Source: an optimization exercise on an open RTL-to-GDS flow (aim: small area). Production flows keep margins and buffers that such runs may drop. Only simulation tests tie the RTL to the original design; equivalence was not proved. Power is estimated from default activity; no workload was simulated.

==> flow/design.v (outline; a module is shown in full before it is edited, if it fits) <==
// module lineWindow: 43 lines
// module convMac: 1902 lines
// module maxPool: 34 lines
// module convPoolTop: 50 lines
module convPoolTop (
    input  logic        clk,
    input  logic        rst,
    input  logic        pixValid,
    input  logic [7:0]  pix,
    input  logic        coefWrite,
    input  logic [3:0]  coefAddr,
    input  logic [15:0] coefData,
    output logic        poolValid,
    output logic [20:0] pool
);
  // ...
==> flow/flow/run.sh <==
#!/bin/bash
# Standard synthesis, then the combinational logic mapped again for area
# (flip-flops kept as synthesis made them), then the standard layout.
set -euo pipefail
R=orfs/results/${FLOW_PLATFORM}/convPoolTop/base
LIB=${FLOW_HOME}/platforms/${FLOW_PLATFORM}/lib/sky130_fd_sc_hd__tt_025C_1v80.lib
bash standard.sh synth > synth.log 2>&1
cp $R/1_2_yosys.v std_1_2_yosys.v
python3 flow/netopt.py $LIB std_1_2_yosys.v opt.v > netopt.log 2>&1
DU=""
for c in $(cat flow/dont_use.txt); do DU="$DU -dont_use $c"; done
cat > remap.ys <<EOS
read_liberty -lib $LIB
read_verilog opt.v
hierarchy -top ${FLOW_TOP}
proc; opt_clean
techmap
opt -fast
abc -liberty $LIB $DU -script flow/remap.abc
opt_clean -purge
hilomap -singleton -hicell sky130_fd_sc_hd__conb_1 HI -locell sky130_fd_sc_hd__conb_1 LO
splitnets
opt_clean -purge
insbuf -buf sky130_fd_sc_hd__buf_4 A X
write_verilog -noattr -noexpr -nohex -nodec remap.v
stat -liberty $LIB
EOS
yosys -s remap.ys > remap.log 2>&1
cp remap.v $R/1_2_yosys.v
rm -f $R/1_synth.odb $R/1_synth.sdc
bash standard.sh "BUFFER_PORTS_ARGS=-buffer_cell sky130_fd_sc_hd__buf_1" "CTS_ARGS=-sink_clustering_enable -repair_clock_nets -dont_use_dummy_load -sink_clustering_size 30 -sink_clustering_max_diameter 100 -buf_list sky130_fd_sc_hd__clkbuf_16" finish > layout.log 2>&1
==> flow/flow/dont_use.txt <==
sky130_fd_sc_hd__lpflow_bleeder_1
sky130_fd_sc_hd__lpflow_clkbufkapwr_1
sky130_fd_sc_hd__lpflow_clkbufkapwr_16
sky130_fd_sc_hd__lpflow_clkbufkapwr_2
sky130_fd_sc_hd__lpflow_clkbufkapwr_4
sky130_fd_sc_hd__lpflow_clkbufkapwr_8
sky130_fd_sc_hd__lpflow_clkinvkapwr_1
sky130_fd_sc_hd__lpflow_clkinvkapwr_16
sky130_fd_sc_hd__lpflow_clkinvkapwr_2
sky130_fd_sc_hd__lpflow_clkinvkapwr_4
sky130_fd_sc_hd__lpflow_clkinvkapwr_8
sky130_fd_sc_hd__lpflow_decapkapwr_12
sky130_fd_sc_hd__lpflow_decapkapwr_3
sky130_fd_sc_hd__lpflow_decapkapwr_4
sky130_fd_sc_hd__lpflow_decapkapwr_6
sky130_fd_sc_hd__lpflow_decapkapwr_8
sky130_fd_sc_hd__lpflow_inputiso0n_1
sky130_fd_sc_hd__lpflow_inputiso0p_1
sky130_fd_sc_hd__lpflow_inputiso1n_1
sky130_fd_sc_hd__lpflow_inputiso1p_1
sky130_fd_sc_hd__lpflow_inputisolatch_1
sky130_fd_sc_hd__lpflow_isobufsrc_1
sky130_fd_sc_hd__lpflow_isobufsrc_16
sky130_fd_sc_hd__lpflow_isobufsrc_2
sky130_fd_sc_hd__lpflow_isobufsrc_4
sky130_fd_sc_hd__lpflow_isobufsrc_8
sky130_fd_sc_hd__lpflow_isobufsrckapwr_16
sky130_fd_sc_hd__lpflow_lsbuf_lh_hl_isowell_tap_1
sky130_fd_sc_hd__lpflow_lsbuf_lh_hl_isowell_tap_2
sky130_fd_sc_hd__lpflow_lsbuf_lh_hl_isowell_tap_4
sky130_fd_sc_hd__lpflow_lsbuf_lh_isowell_4
sky130_fd_sc_hd__lpflow_lsbuf_lh_isowell_tap_1
sky130_fd_sc_hd__lpflow_lsbuf_lh_isowell_tap_2
sky130_fd_sc_hd__lpflow_lsbuf_lh_isowell_tap_4
sky130_fd_sc_hd__probe_p_8
sky130_fd_sc_hd__probec_p_8
==> flow/flow/netopt.py <==
#!/usr/bin/env python3
"""Rewrites a mapped flat netlist for re-mapping: full adders get the input/output
polarity that needs the fewest inverters (a full adder of inverted inputs gives
inverted outputs), inverters are dropped, and every other combinational cell
but full and half adders becomes an assign of its liberty function, for abc to
map again. Flip-flops, adders and tie cells stay as they are, with their names.
usage: netopt.py LIB IN.v OUT.v"""
import re, sys, collections

lib_path, in_path, out_path = sys.argv[1:4]

# ---- liberty: pin directions and functions
lib = open(lib_path).read()
cells = {}
for m in re.finditer(r'\n\s*cell \("(\w+)"\)\s*\{', lib):
    start = m.end()
    depth, i = 1, start
    while depth:
        c = lib[i]
        if c == '{': depth += 1
        elif c == '}': depth -= 1
        i += 1
    body = lib[start:i]
    pins = {}
    for pm in re.finditer(r'\n\s*pin \("(\w+)"\)\s*\{', body):
        ps = pm.end(); d, j = 1, ps
        while d:
            c = body[j]
            if c == '{': d += 1
            elif c == '}': d -= 1
            j += 1
        pb = body[ps:j]
        # only top-level attributes of the pin (before nested groups)
        top = re.sub(r'\{[^{}]*\}', '', pb)
        while re.search(r'\{[^{}]*\}', top):
            top = re.sub(r'\{[^{}]*\}', '', top)
        dm = re.search(r'direction\s*:\s*"?(\w+)"?', top)
        fm = re.search(r'function\s*:\s*"([^"]*)"', top)
        pins[pm.group(1)] = (dm.group(1) if dm else None, fm.group(1) if fm else None)
    ff = bool(re.search(r'\n\s*(ff|latch|statetable)\s*\(', body))
    cells[m.group(1)] = (pins, ff)

# ---- netlist
src = open(in_path).read()
hdr = re.search(r'module\s+(\w+)\s*\((.*?)\);', src, re.S)
top = hdr.group(1)
portlist = hdr.group(2)
decls = re.findall(r'^\s*(input|output)\s*(\[\d+:\d+\])?\s*([^;]+?)\s*;', src, re.M)
ports = []
for d, rng, name in decls:
    ports.append((d, rng or '', name.strip()))
NET = r'(\\\S+\s|[A-Za-z_][\w$]*(?:\[\d+\])?|\d+\'[bh][0-9a-fA-FxXzZ]+)'
insts = []
for m in re.finditer(r'^\s*(sky130_fd_sc_hd__\w+)\s+(\\\S+\s|[A-Za-z_][\w$]*)\s*\((.*?)\);', src, re.M | re.S):
    typ, name, body = m.group(1), m.group(2).strip(), m.group(3)
    conns = {}
    for pm in re.finditer(r'\.(\w+)\(\s*' + NET + r'\s*\)', body):
        conns[pm.group(1)] = pm.group(2).strip()
    insts.append([typ, name, conns])
assert 'assign' not in src, 'assigns not handled'

def is_inv(t): return re.match(r'sky130_fd_sc_hd__(clk)?inv_\d+$', t) is not None
def is_buf(t): return re.match(r'sky130_fd_sc_hd__(clk)?buf_\d+$', t) is not None
def is_fa(t): return re.match(r'sky130_fd_sc_hd__fa_\d+$', t) is not None
def outs_of(t): return [p for p, (d, f) in cells[t][0].items() if d == 'output']

driver = {}
loads = collections.defaultdict(list)
for idx, (t, n, c) in enumerate(insts):
    o = outs_of(t)
    for p, net in c.items():
        if p in o: driver[net] = (idx, p)
        else: loads[net].append((idx, p))
portnets = set()
outports = set()
for d, rng, name in ports:
    if rng:
        hi, lo = map(int, rng[1:-1].split(':'))
        bits = [f'{name}[{k}]' for k in range(lo, hi + 1)]
    else:
        bits = [name]
    portnets.update(bits)
    if d == 'output': outports.update(bits)

# literal of a net through inverters and buffers: (root, parity)
def lit(net):
    par = 0
    seen = 0
    while net in driver and seen < 100:
        idx, p = driver[net]
        t = insts[idx][0]
        if is_inv(t): par ^= 1; net = insts[idx][2]['A']
        elif is_buf(t): net = insts[idx][2]['A']
        else: break
        seen += 1
    return net, par

fas = [i for i, x in enumerate(insts) if is_fa(x[0])]
faout = {}   # net -> fa index
for i in fas:
    for p in ('SUM', 'COUT'):
        if p in insts[i][2]: faout[insts[i][2][p]] = i
pol = {i: 0 for i in fas}

# uses of roots: (root, parity, user fa or None)
def fa_inputs(i):
    return [lit(insts[i][2][p]) for p in ('A', 'B', 'CIN')]
other_uses = []   # literals needed by non-fa, non-inverter/buffer cells and ports
for idx, (t, n, c) in enumerate(insts):
    if is_fa(t) or is_inv(t) or is_buf(t): continue
    o = outs_of(t)
    for p, net in c.items():
        if p not in o: other_uses.append(lit(net))
for net in outports:
    other_uses.append(lit(net))

def cost():
    need = set()
    for i in fas:
        for r, par in fa_inputs(i):
            q = pol[faout[r]] if r in faout else 0
            if par ^ pol[i] ^ q: need.add((r,))
    oc = 0
    for r, par in other_uses:
        q = pol[faout[r]] if r in faout else 0
        if par ^ q and (r, 'o') not in need: need.add((r, 'o'))
    return len(need)

# greedy local search with incremental evaluation per fa neighbourhood
users = collections.defaultdict(list)
for i in fas:
    for r, par in fa_inputs(i):
        users[r].append(i)
otheruse_by_root = collections.defaultdict(list)
for r, par in other_uses:
    otheruse_by_root[r].append(par)
fain = {i: fa_inputs(i) for i in fas}

def comb_root(r):
    if r not in driver: return False
    t = insts[driver[r][0]][0]
    pins, ff = cells[t]
    return not ff and not is_fa(t) and not re.match(r'sky130_fd_sc_hd__(conb)_', t)
combr = {}
def root_cost(r):
    # 1 if some fa input needs r inverted (physically), + 0.6 if non-fa use needs it
    if r not in combr: combr[r] = comb_root(r)
    w = 0.2 if combr[r] else 1
    q = pol[faout[r]] if r in faout else 0
    c = 0
    if any(par ^ pol[i] ^ q for i in users[r] for (rr, par) in fain[i] if rr == r): c += w
    elif any(par ^ q for par in otheruse_by_root[r]): c += 0.6
    return c

def local(i):
    rs = set(r for r, par in fain[i])
    for p in ('SUM', 'COUT'):
        if p in insts[i][2]: rs.add(insts[i][2][p])
    return sum(root_cost(r) for r in rs)

before = cost()
# parity union-find over adders: an adder-to-adder edge of parity par wants
# pol[src] ^ pol[dst] == par, which needs no inverter
parent = {i: i for i in fas}
rel = {i: 0 for i in fas}      # parity to parent
def find(x):
    if parent[x] == x: return x, 0
    r, pr = find(parent[x])
    parent[x] = r; rel[x] ^= pr
    return r, rel[x]
import sys as _s
_s.setrecursionlimit(10000)
conflicts = 0
for i in fas:
    for r, par in fain[i]:
        if r in faout:
            g = faout[r]
            ri, pi = find(i); rg, pg = find(g)
            if ri == rg:
                if pi ^ pg != par: conflicts += 1
            else:
                parent[ri] = rg; rel[ri] = pi ^ pg ^ par
comps = collections.defaultdict(list)
for i in fas:
    r, pr = find(i)
    comps[r].append((i, pr))
for r, members in comps.items():
    best = None
    for flip in (0, 1):
        for i, pr in members: pol[i] = pr ^ flip
        c = sum(local(i) for i, pr in members)
        if best is None or c < best[0]: best = (c, flip)
    for i, pr in members: pol[i] = pr ^ best[1]
for it in range(20):
    changed = 0
    for i in fas:
        c0 = local(i)
        pol[i] ^= 1
        c1 = local(i)
        if c1 < c0: changed += 1
        else: pol[i] ^= 1
    if not changed: break
after = cost()
print(f'components {len(comps)} conflicts {conflicts}', file=sys.stderr)
print(f'fa {len(fas)} flipped {sum(pol.values())} inverted roots {before} -> {after}', file=sys.stderr)

# ---- emit
out = []
wires = set()
assigns = []
newc = [0]
def fresh(base):
    newc[0] += 1
    return f'_no{newc[0]}_'
phys = {}    # root -> (net, q)
def physof(r):
    if r in faout and pol[faout[r]]:
        return phys[r]
    return (r, 0)
for i in fas:
    if pol[i]:
        for p in ('SUM', 'COUT'):
            if p in insts[i][2]:
                r = insts[i][2][p]
                nn = fresh(r); wires.add(nn)
                phys[r] = (nn, 1)
invnet = {}
def literal_net(r, par):
    net, q = physof(r)
    if par == q: return net
    if net not in invnet:
        nn = fresh(net); wires.add(nn)
        assigns.append(f'  assign {nn} = ~{net}{" " if net.startswith(chr(92)) else ""};')
        invnet[net] = nn
    return invnet[net]

keep = []
for idx, (t, n, c) in enumerate(insts):
    if is_inv(t) or is_buf(t):
        continue
    if is_fa(t):
        nc = {}
        for p in ('A', 'B', 'CIN'):
            r, par = lit(c[p])
            nc[p] = literal_net(r, par ^ pol[idx])
        for p in ('SUM', 'COUT'):
            if p in c:
                nc[p] = phys[c[p]][0] if pol[idx] else c[p]
        keep.append((t, n, nc))
        continue
    pins, ff = cells[t]
    o = outs_of(t)
    funcs = [pins[p][1] for p in o]
    if ff or any(f is None for f in funcs) or re.match(r'sky130_fd_sc_hd__(conb)_', t):
        nc = {}
        for p, net in c.items():
            nc[p] = net if p in o else literal_net(*lit(net))
        keep.append((t, n, nc))
        continue
    for p in o:
        if p not in c: continue
        f = pins[p][1]
        def sub(mm):
            v = literal_net(*lit(c[mm.group(0)]))
            return v + ' ' if v.startswith('\\') else v
        e = re.sub(r'\b[A-Za-z_]\w*\b', sub, f)
        e = e.replace('!', '~').replace('+', '|').replace('*', '&')
        e = re.sub(r'(\\\S+)\s', r'\1 ', e)
        lhs = c[p] + ' ' if c[p].startswith('\\') else c[p]
        assigns.append(f'  assign {lhs} = {e};')

# nets that were driven by dropped inverters/buffers but still needed by name:
# output ports and the logical value of flipped adder outputs
for net in sorted(outports):
    r, par = lit(net)
    ln = literal_net(r, par)
    if ln != net:
        assigns.append(f'  assign {net} = {ln}{" " if ln.startswith(chr(92)) else ""};')
for r, (nn, q) in phys.items():
    # the logical net, if anything refers to it by name in the kept logic
    pass

def declnet(n):
    return n if n.startswith('\\') else n
used = set()
for t, n, c in keep:
    used.update(c.values())
for a in assigns:
    for x in re.findall(r'(\\\S+\s|[A-Za-z_][\w$]*(?:\[\d+\])?)', a[len('  assign '):]):
        used.add(x.strip())
out.append(f'module {top}({portlist});')
for d, rng, name in ports:
    out.append(f'  {d} {rng} {name};')
for w in sorted(used - portnets):
    if w.startswith('\\'): out.append(f'  wire {w} ;')
    elif re.match(r'[A-Za-z_][\w$]*$', w): out.append(f'  wire {w};')
for t, n, c in keep:
    pc = ', '.join(f'.{p}({v}{" " if v.startswith(chr(92)) else ""})' for p, v in c.items())
    nn = n + ' ' if n.startswith('\\') else n
    out.append(f'  {t} {nn} ({pc});')
out += assigns
out.append('endmodule')
open(out_path, 'w').write('\n'.join(out) + '\n')
==> flow/flow/remap.abc <==
strash
dch
amap
topo
==> flow/standard.sh <==
#!/bin/bash
# synth_recipe.tcl (not shown) runs the flow's synth.tcl, then flattens the netlist and writes it again
# the make line also repeats each setting of config.mk as NAME=value (left out here)
make -C /OpenROAD-flow-scripts/flow DESIGN_CONFIG=/design/flow/config.mk WORK_HOME=/design/flow/orfs CLKGATE_MAP_FILE= SYNTH_SCRIPT=/design/flow/synth_recipe.tcl "${@:-finish}"
==> flow/config.mk <==
export PLATFORM = sky130hd
export DESIGN_NAME = convPoolTop
export DESIGN_NICKNAME = convPoolTop
export VERILOG_FILES = /design/flow/design.v
export SDC_FILE = /design/flow/constraint.sdc
export NUM_CORES = 4
export LEC_CHECK = 0
export ABC_AREA = 1
export CAP_MARGIN = 20
export CORE_MARGIN = 2
export CORE_UTILIZATION = 40
export CTS_BUF_LIST = sky130_fd_sc_hd__clkbuf_16
export CTS_CLUSTER_DIAMETER = 100
export CTS_CLUSTER_SIZE = 30
export SLEW_MARGIN = 20
==> flow/constraint.sdc <==
create_clock -name core_clock -period 7.5 [get_ports {clk}]
set_input_delay 1.5000 -clock core_clock [delete_from_list [all_inputs] [get_ports {clk}]]
set_output_delay 1.5000 -clock core_clock [all_outputs]
set_load 0.01 [all_outputs]
==> impl_metrics.toml, run 1 <==
[setup_path]
timing_worst_setup_path_type = "flip-flop to flip-flop"
max_stage_delay_ns = 0.63
setup.worst_path.end_class = "flip-flop"
timing.rr.start = "uConvMac.kernel[41]"
cp_common_cell = "fa_1"
rr_worst_depth = 16

[cells_and_area]
finalNonFillerCells = 2938
largest_register = "uLineWindow.hist"
regArea_mm2 = 0.00936
sh_seq_area_pct = 37.2
clk_share_pct = 1.89
multi_input_gates = 1601
stdcell_area_mm2 = 0.0252
clock_buffers = 19
finish.utilization_pct = 43.7
buf_share_pct = 1.69

[power]
seqPwrFrac_pct = 24.7
p_clk_share_pct = 10.6
irDropWorstVdd_v = 0.000754
p_per_area_mw_per_mm2 = 391
powerComb_mw = 6.37

[outcome]
run_status = "complete, no violations"

[route]
top_layer = "met4"
dr_total_vias = 17200
wire_per_inst_um = 26.1

[synthesis]
syn-cell-area_mm2 = 0.0233
syn-instance-count = 2075

[timing]
setup_viol = 0
maxSlewViolCount = 0

[floorplan]
start_util_pct = 40.4
die_w_um = 245

[cts]
numCtsBuffers = 19
cts_tree = "done"

[place]
place_hpwl_um = 61800
port-buffer-count = 53

[hold_path]
min_delay_path_depth = 0
==> run 2, diff against run 1 <==
--- a/flow/flow/run.sh
+++ b/flow/flow/run.sh
@@ -30,2 +30,2 @@
 rm -f $R/1_synth.odb $R/1_synth.sdc
-bash standard.sh "BUFFER_PORTS_ARGS=-buffer_cell sky130_fd_sc_hd__buf_1" "CTS_ARGS=-sink_clustering_enable -repair_clock_nets -dont_use_dummy_load -sink_clustering_size 30 -sink_clustering_max_diameter 100 -buf_list sky130_fd_sc_hd__clkbuf_16" finish > layout.log 2>&1
+bash standard.sh "BUFFER_PORTS_ARGS=-buffer_cell sky130_fd_sc_hd__buf_1" "CTS_ARGS=-sink_clustering_enable -repair_clock_nets -dont_use_dummy_load -sink_clustering_size 28 -sink_clustering_max_diameter 100 -buf_list sky130_fd_sc_hd__clkbuf_16" finish > layout.log 2>&1
--- a/flow/flow/netopt.py
+++ b/flow/flow/netopt.py
@@ -142,3 +142,3 @@
     pins, ff = cells[t]
-    return not ff and not is_fa(t) and not re.match(r'sky130_fd_sc_hd__(conb)_', t)
+    return not ff and not is_fa(t) and not re.match(r'sky130_fd_sc_hd__(ha|conb)_', t)
 combr = {}
@@ -253,3 +253,3 @@
     funcs = [pins[p][1] for p in o]
-    if ff or any(f is None for f in funcs) or re.match(r'sky130_fd_sc_hd__(conb)_', t):
+    if ff or any(f is None for f in funcs) or re.match(r'sky130_fd_sc_hd__(ha|conb)_', t):
         nc = {}
--- a/flow/config.mk
+++ b/flow/config.mk
@@ -10,3 +10,3 @@
 export CORE_MARGIN = 2
-export CORE_UTILIZATION = 40
+export CORE_UTILIZATION = 65
 export CTS_BUF_LIST = sky130_fd_sc_hd__clkbuf_16
@@ -14,2 +14,3 @@
 export CTS_CLUSTER_SIZE = 30
+export PLACE_DENSITY = 0.75
 export SLEW_MARGIN = 20
==> run 2 against run 1 <==
  * Fmax grew 2.5%
  * Worst setup slack better by 0.17 ns
  * Cell count is 11% lower
  * Final area down 1.1%
  * First-iteration DRC count grew 23%
  * Power grew 1.4%
  * Largest power group unchanged
  * Die area is 37% lower
==> impl_metrics.toml, run 2 <==
[timing]
setup_viol = 0
worst_pin_slew_ns = 1.31
hold_violations = 0
timing.fmax_mhz = 148
finalClockSkew_ns = 0.0484
maxSlewViolCount = 0
hold_slack_ns = 0.408
fin_crit_ns = 6.74
period_share_pct = 89.9
tns_ns = 0
rsz0062_at_grt = "false"
max_slew_margin_pct = 12.7
layout_setup_ws_ns = 0.760

[floorplan]
die_area_mm2 = 0.0378
die_w_um = 194
die_h_um = 194
rows = 69
coreArea_mm2 = 0.0357
pin_count = 54
start_util_pct = 66.1

[flow_run]
drv_cap = 0

[setup_path]
cp.required_ns = 7.94
cp_common_cell = "fa_1"
timing_worst_setup_path_type = "flip-flop to flip-flop"
setup.worst_path.end_class = "flip-flop"
cp_max_fo = 16
cp.arrival_ns = 7.18
cp-start-kind = "flip-flop"
max_stage_delay_ns = 0.69
cp_slowest_cell = "edfxtp_1"
crit_path_cell_trace = "clkinv_1 > nor2b_1 > or2_0 > o22ai_1 > o21ai_0 > fa_1 > fa_1 > fa_1 > fa_1 > fa_1 > fa_1 > fa_1 > fa_1 > fa_1"

[cts]
cts_tree = "done"
htreeDepth = 1
numCtsBuffers = 16
clk_pin_slew_ns = 0.12
hold_buffers = 0
clkSinkCount = 323
cts-root-buf = "clkbuf_16"
insertion_delay_ns = 0.55
cts_resized = 0
clockBufferDepth = 3
cts_setup_buffers = 0

[global_routing]
grt_pass1_vias = 16800
antenna_found_initial = 4
grt_use_total_pct = 39.3
grt_pass1_wl_um = 106000
grt_overflow = 0
grt_max_degree = 72

[synthesis]
syn-cell-area_mm2 = 0.0236
synth_warnings = 3
syn-instance-count = 2067
syn_avg_cell_area_um2 = 11.4
syn-num-nets = 2487

[power]
power_mw = 9.98
irDropWorstVdd_v = 0.000875
pwr-share-comb_pct = 66.4
power_leakage_nw = 8.37
seqPwrFrac_pct = 24.3
swShare_pct = 42.9
p_per_area_mw_per_mm2 = 401
p_int_mw = 5.69
p_sw_mw = 4.29
p_clk_share_pct = 9.2

[route]
drtIter0Drc = 2613
wire_per_inst_um = 27.4
viasPerCell = 6.72
remaining_drc_errors = 0
dr_total_vias = 17600
drtAntennaViolNets = 0
detail_route.first_pass.iterations = 16
wirelength_um = 71500

[cells_and_area]
area_growth_pct = 5.66
drive_gt1_share_pct = 1.86
final_cell_mix = "fa_1 (350), o22ai_1 (312), edfxtp_1 (289)"
final_common_cell = "fa_1"
layout.nets = 2573
num-fill-cells = 2586
largest_reg_flops = 144
largest_register = "uLineWindow.hist"
largestRegisters = "uLineWindow.hist (144), uConvMac.kernel (72)"

[place]
place.gp.congestion = 1.01
place_hpwl_um = 58000
port-buffer-count = 53
post-place-ws_ns = 0.807

[hold_path]
hold_class = "flip-flop to flip-flop"

[outcome]
run_status = "complete, no violations"
run 2: area by class of cell:
type	instances	area (um2)	share of cell area [%]
multi-input combinational	1569	13600	54.5
sequential	323	9360	37.6
inverter	173	649	2.61
tap	461	577	2.32
clock buffer	16	400	1.61
timing repair buffer	70	344	1.38
antenna	1	2.50	0.0101
run 2: metal layers:
layer	up-vias	track usage [%]	routed length, um
met5	-	0	10
li1	7752	-	-
met4	2	17.0	3850
met1	8427	55.3	26900
met2	1179	59.5	32000
met3	202	9.20	8760
run 2: worst paths after layout:
kind / slack [ns] / depth (start not counted) / start / endpoint
worst max-delay path: 0.76 / 14 / uConvMac.kernel[3] / uConvMac.sumA[9]
worst min-delay path: 0.41 / 0 / uLineWindow.hist[96] / uLineWindow.hist[104]
worst min register to register: 0.41 / 0 / uLineWindow.hist[96] / uLineWindow.hist[104]
worst max register to register: 0.76 / 14 / uConvMac.kernel[3] / uConvMac.sumA[9]
run 2: power by group through the flow:
stage / registers [mW] / logic, mW / clock network, mW
floorplan: 2.43 / 4.34 / 0
global placement: 2.46 / 6.20 / 0
detailed placement: 2.47 / 6.57 / 0
CTS: 2.43 / 6.56 / 0.928
global route: 2.44 / 7.33 / 0.975
finish: 2.43 / 6.63 / 0.919
run 2: through the flow:
step	area, um2	cells	util (%)
after floorplan	23600	2067	-
after global placement	24500	2595	68.6
after detailed placement	24500	2595	68.6
after CTS	24900	2611	69.7
after global routing	24900	2613	69.8
final	24900	2613	69.8
run 2: worst max-delay path, delay by kind of cell, from the launching register on:
family                     cells  cell delay [ns]
AOI/OAI and AO/OA              2             0.57
adders and majority gates      9             4.37
buffers and inverters          1             0.33
DFF                            1             0.69
and+or+nand+nor                2             0.65
==> run 3, diff against run 2 <==
--- a/flow/flow/netopt.py
+++ b/flow/flow/netopt.py
@@ -4,4 +4,4 @@
 inverted outputs), inverters are dropped, and every other combinational cell
-but full and half adders becomes an assign of its liberty function, for abc to
-map again. Flip-flops, adders and tie cells stay as they are, with their names.
+but full adders becomes an assign of its liberty function, for abc to
+map again. Flip-flops, full adders and tie cells stay as they are, with their names.
 usage: netopt.py LIB IN.v OUT.v"""
@@ -142,3 +142,3 @@
     pins, ff = cells[t]
-    return not ff and not is_fa(t) and not re.match(r'sky130_fd_sc_hd__(ha|conb)_', t)
+    return not ff and not is_fa(t) and not re.match(r'sky130_fd_sc_hd__(conb)_', t)
 combr = {}
@@ -253,3 +253,3 @@
     funcs = [pins[p][1] for p in o]
-    if ff or any(f is None for f in funcs) or re.match(r'sky130_fd_sc_hd__(ha|conb)_', t):
+    if ff or any(f is None for f in funcs) or re.match(r'sky130_fd_sc_hd__(conb)_', t):
         nc = {}
==> run 3 against run 2 <==
  * Die area down 1.1%
  * Power down 2.4%
  * Critical path depth increased by 1
  * Non-clock buffer count increased by 1
  * Still clean
  * Flip-flop and latch count unchanged
  * Hold slack lost 0.023 ns
  * Clock power is 0.5% higher
  * Register-to-register slack got worse by 0.03 ns
==> impl_metrics.toml, run 3 <==
[power]
irDropWorstVdd_v = 0.000761
power_leakage_nw = 8.19
p_per_area_mw_per_mm2 = 395

[timing]
fin_crit_ns = 6.77
hold_violations = 0
maxSlewViolCount = 0
layout_setup_ws_ns = 0.732
rsz0062_at_grt = "false"
finalClockSkew_ns = 0.0498
setup_viol = 0
max_slew_margin_pct = 16.1
timing.fmax_mhz = 148
worst_pin_slew_ns = 1.26
period_share_pct = 90.2
tns_ns = 0

[floorplan]
start_util_pct = 65.8
die_w_um = 193
die_area_mm2 = 0.0373
pin_count = 54
coreArea_mm2 = 0.0354
rows = 69
die_h_um = 193

[cts]
clockBufferDepth = 3
cts_tree = "done"
insertion_delay_ns = 0.54
numCtsBuffers = 16
hold_buffers = 0
clk_pin_slew_ns = 0.12
cts-root-buf = "clkbuf_16"
clkSinkCount = 323
cts_resized = 0
htreeDepth = 1
cts_setup_buffers = 0

[route]
wirelength_um = 73100
viasPerCell = 6.74
dr_wl_met2_um = 32300
drtIter0Drc = 2540
dr_total_vias = 17700
wl_met3_um = 8740
wl_met1_um = 27400
top_layer = "met4"
drtAntennaViolNets = 0
wire_per_inst_um = 27.9
detail_route.first_pass.iterations = 6
remaining_drc_errors = 0

[setup_path]
setup.worst_path.end_class = "flip-flop"
cp-start-kind = "flip-flop"
timing_worst_setup_path_type = "flip-flop to flip-flop"
timing.rr.start = "uConvMac.kernel[25]"
worstSetupStartpoint = "uConvMac.kernel[25]"
cp.arrival_ns = 7.20
cp_max_fo = 11
cp.required_ns = 7.93

[synthesis]
synth_warnings = 3
syn_avg_cell_area_um2 = 11.2
syn-num-nets = 2457
syn-cell-area_mm2 = 0.0233
syn-instance-count = 2075

[cells_and_area]
largest_reg_flops = 144
largest_register = "uLineWindow.hist"
area_growth_pct = 5.83
layout.nets = 2544
final_common_cell = "fa_1"
stdcell_area_mm2 = 0.0246
final_cell_mix = "fa_1 (350), o22ai_1 (310), edfxtp_1 (289)"
finish.utilization_pct = 69.6
largestRegisters = "uLineWindow.hist (144), uConvMac.kernel (72)"
drive_gt1_share_pct = 1.99

[global_routing]
antenna_found_initial = 4
grt_max_degree = 145
grt_pass1_vias = 16900
grt_use_total_pct = 40.1
grt_overflow = 0
grt_pass1_wl_um = 109000

[hold_path]
hold_class = "flip-flop to flip-flop"
hp-start = "uLineWindow.hist[40]"

[place]
place.gp.congestion = 0.998
place_hpwl_um = 59000
post-place-ws_ns = 0.819
place_area_mm2 = 0.0242
port-buffer-count = 53

[outcome]
run_status = "complete, no violations"

[flow_run]
drv_cap = 0
## run 3: cell count changes in the layout (fill, tap and decap cells not counted), sizes merged, moves of 4 or more
cell	delta
clkinv	-24
o21ai	+21
ha	-38
and2	+4
nor2	+24
nand2	+20
## run 3: layout make-up
| cell class | instances | area [um2] |
|---|---|---|
| fill | 2562 | 10800 |
| sequential | 323 | 9360 |
| clock buffer | 16 | 400 |
| inverter | 149 | 559 |
| multi-input combinational | 1601 | 13400 |
| tap | 461 | 577 |
| timing repair buffer | 71 | 364 |
| antenna | 1 | 2.50 |
## run 3: metrics by stage
| stage | instances | total power [mW] | hold WS (ns) |
|---|---|---|---|
| global placement | 2604 | 8.59 | 0.400 |
| floorplan | 2075 | 6.65 | 0.400 |
| CTS | 2620 | 9.79 | 0.386 |
| global route | 2621 | 10.7 | 0.402 |
| finish | 2622 | 9.74 | 0.385 |
| detailed placement | 2604 | 8.89 | 0.405 |
## run 3: worst max-delay path, cell delays in order, from the launching register on
cell,delay [ns]
edfxtp_1,0.60
clkinv_1,0.38
nor2b_1,0.30
or2_0,0.40
o22ai_1,0.15
o21ai_0,0.29
fa_1,0.50
fa_1,0.46
fa_1,0.55
fa_1,0.46
fa_1,0.52
fa_1,0.43
fa_1,0.43
fa_1,0.39
fa_1,0.39
fa_1,0.44
## run 3: report_power, final
| group | switching [mW] | internal [mW] | leakage (nW) | total (mW) |
|---|---|---|---|---|
| Clock | 0.538 | 0.385 | 0.197 | 0.924 |
| Sequential | 0.107 | 2.33 | 3.00 | 2.43 |
| Combinational | 3.51 | 2.87 | 4.99 | 6.39 |
## run 3: metal layers
layer / global-route usage [%] / up-vias
met5: 0 / -
met4: 18.8 / 0
met3: 9.40 / 239
met2: 59.4 / 1174
met1: 57.1 / 8501
li1: - / 7771
## run 3: path summary, 6_finish.rpt
| kind | endpoint | slack, ns | cells past startpoint |
|---|---|---|---|
| hold / removal | uLineWindow.hist[48] | 0.39 | 0 |
| setup reg to reg | uConvMac.sumA[7] | 0.73 | 15 |
| hold reg to reg | uLineWindow.hist[48] | 0.39 | 0 |
| setup / recovery | uConvMac.sumA[7] | 0.73 | 15 |

port drivers added, routing unchanged:
How much do the figures lean on ideal ports? The routed layouts below were timed once more, with nothing changed but the port constraints.
Step 1 sets driving cells, clkbuf_16 on the clock port and buf_2 on the other inputs (assumed; they add their load-dependent delay and slew).
Step 2, shift: input delay + t, output delay - t, t = (earliest + latest rising clock arrival at the registers) / 2. This alone moves slack from input paths to output paths.
Three values: no drivers, after step 1, after step 2; two values: the first two.
| run | t, ns | slack for setup (ns) | worst data-port slew with drivers (ns) |
|---|---|---|---|
| run 1 | 0.597 | 0.595 / 0.595 / 0.595 | 0.06 |
| run 2 | 0.585 | 0.760 / 0.760 / 0.760 | 0.08 |
| run 3 | 0.573 | 0.732 / 0.732 / 0.732 | 0.08 |
After both steps every run listed still meets setup and hold.
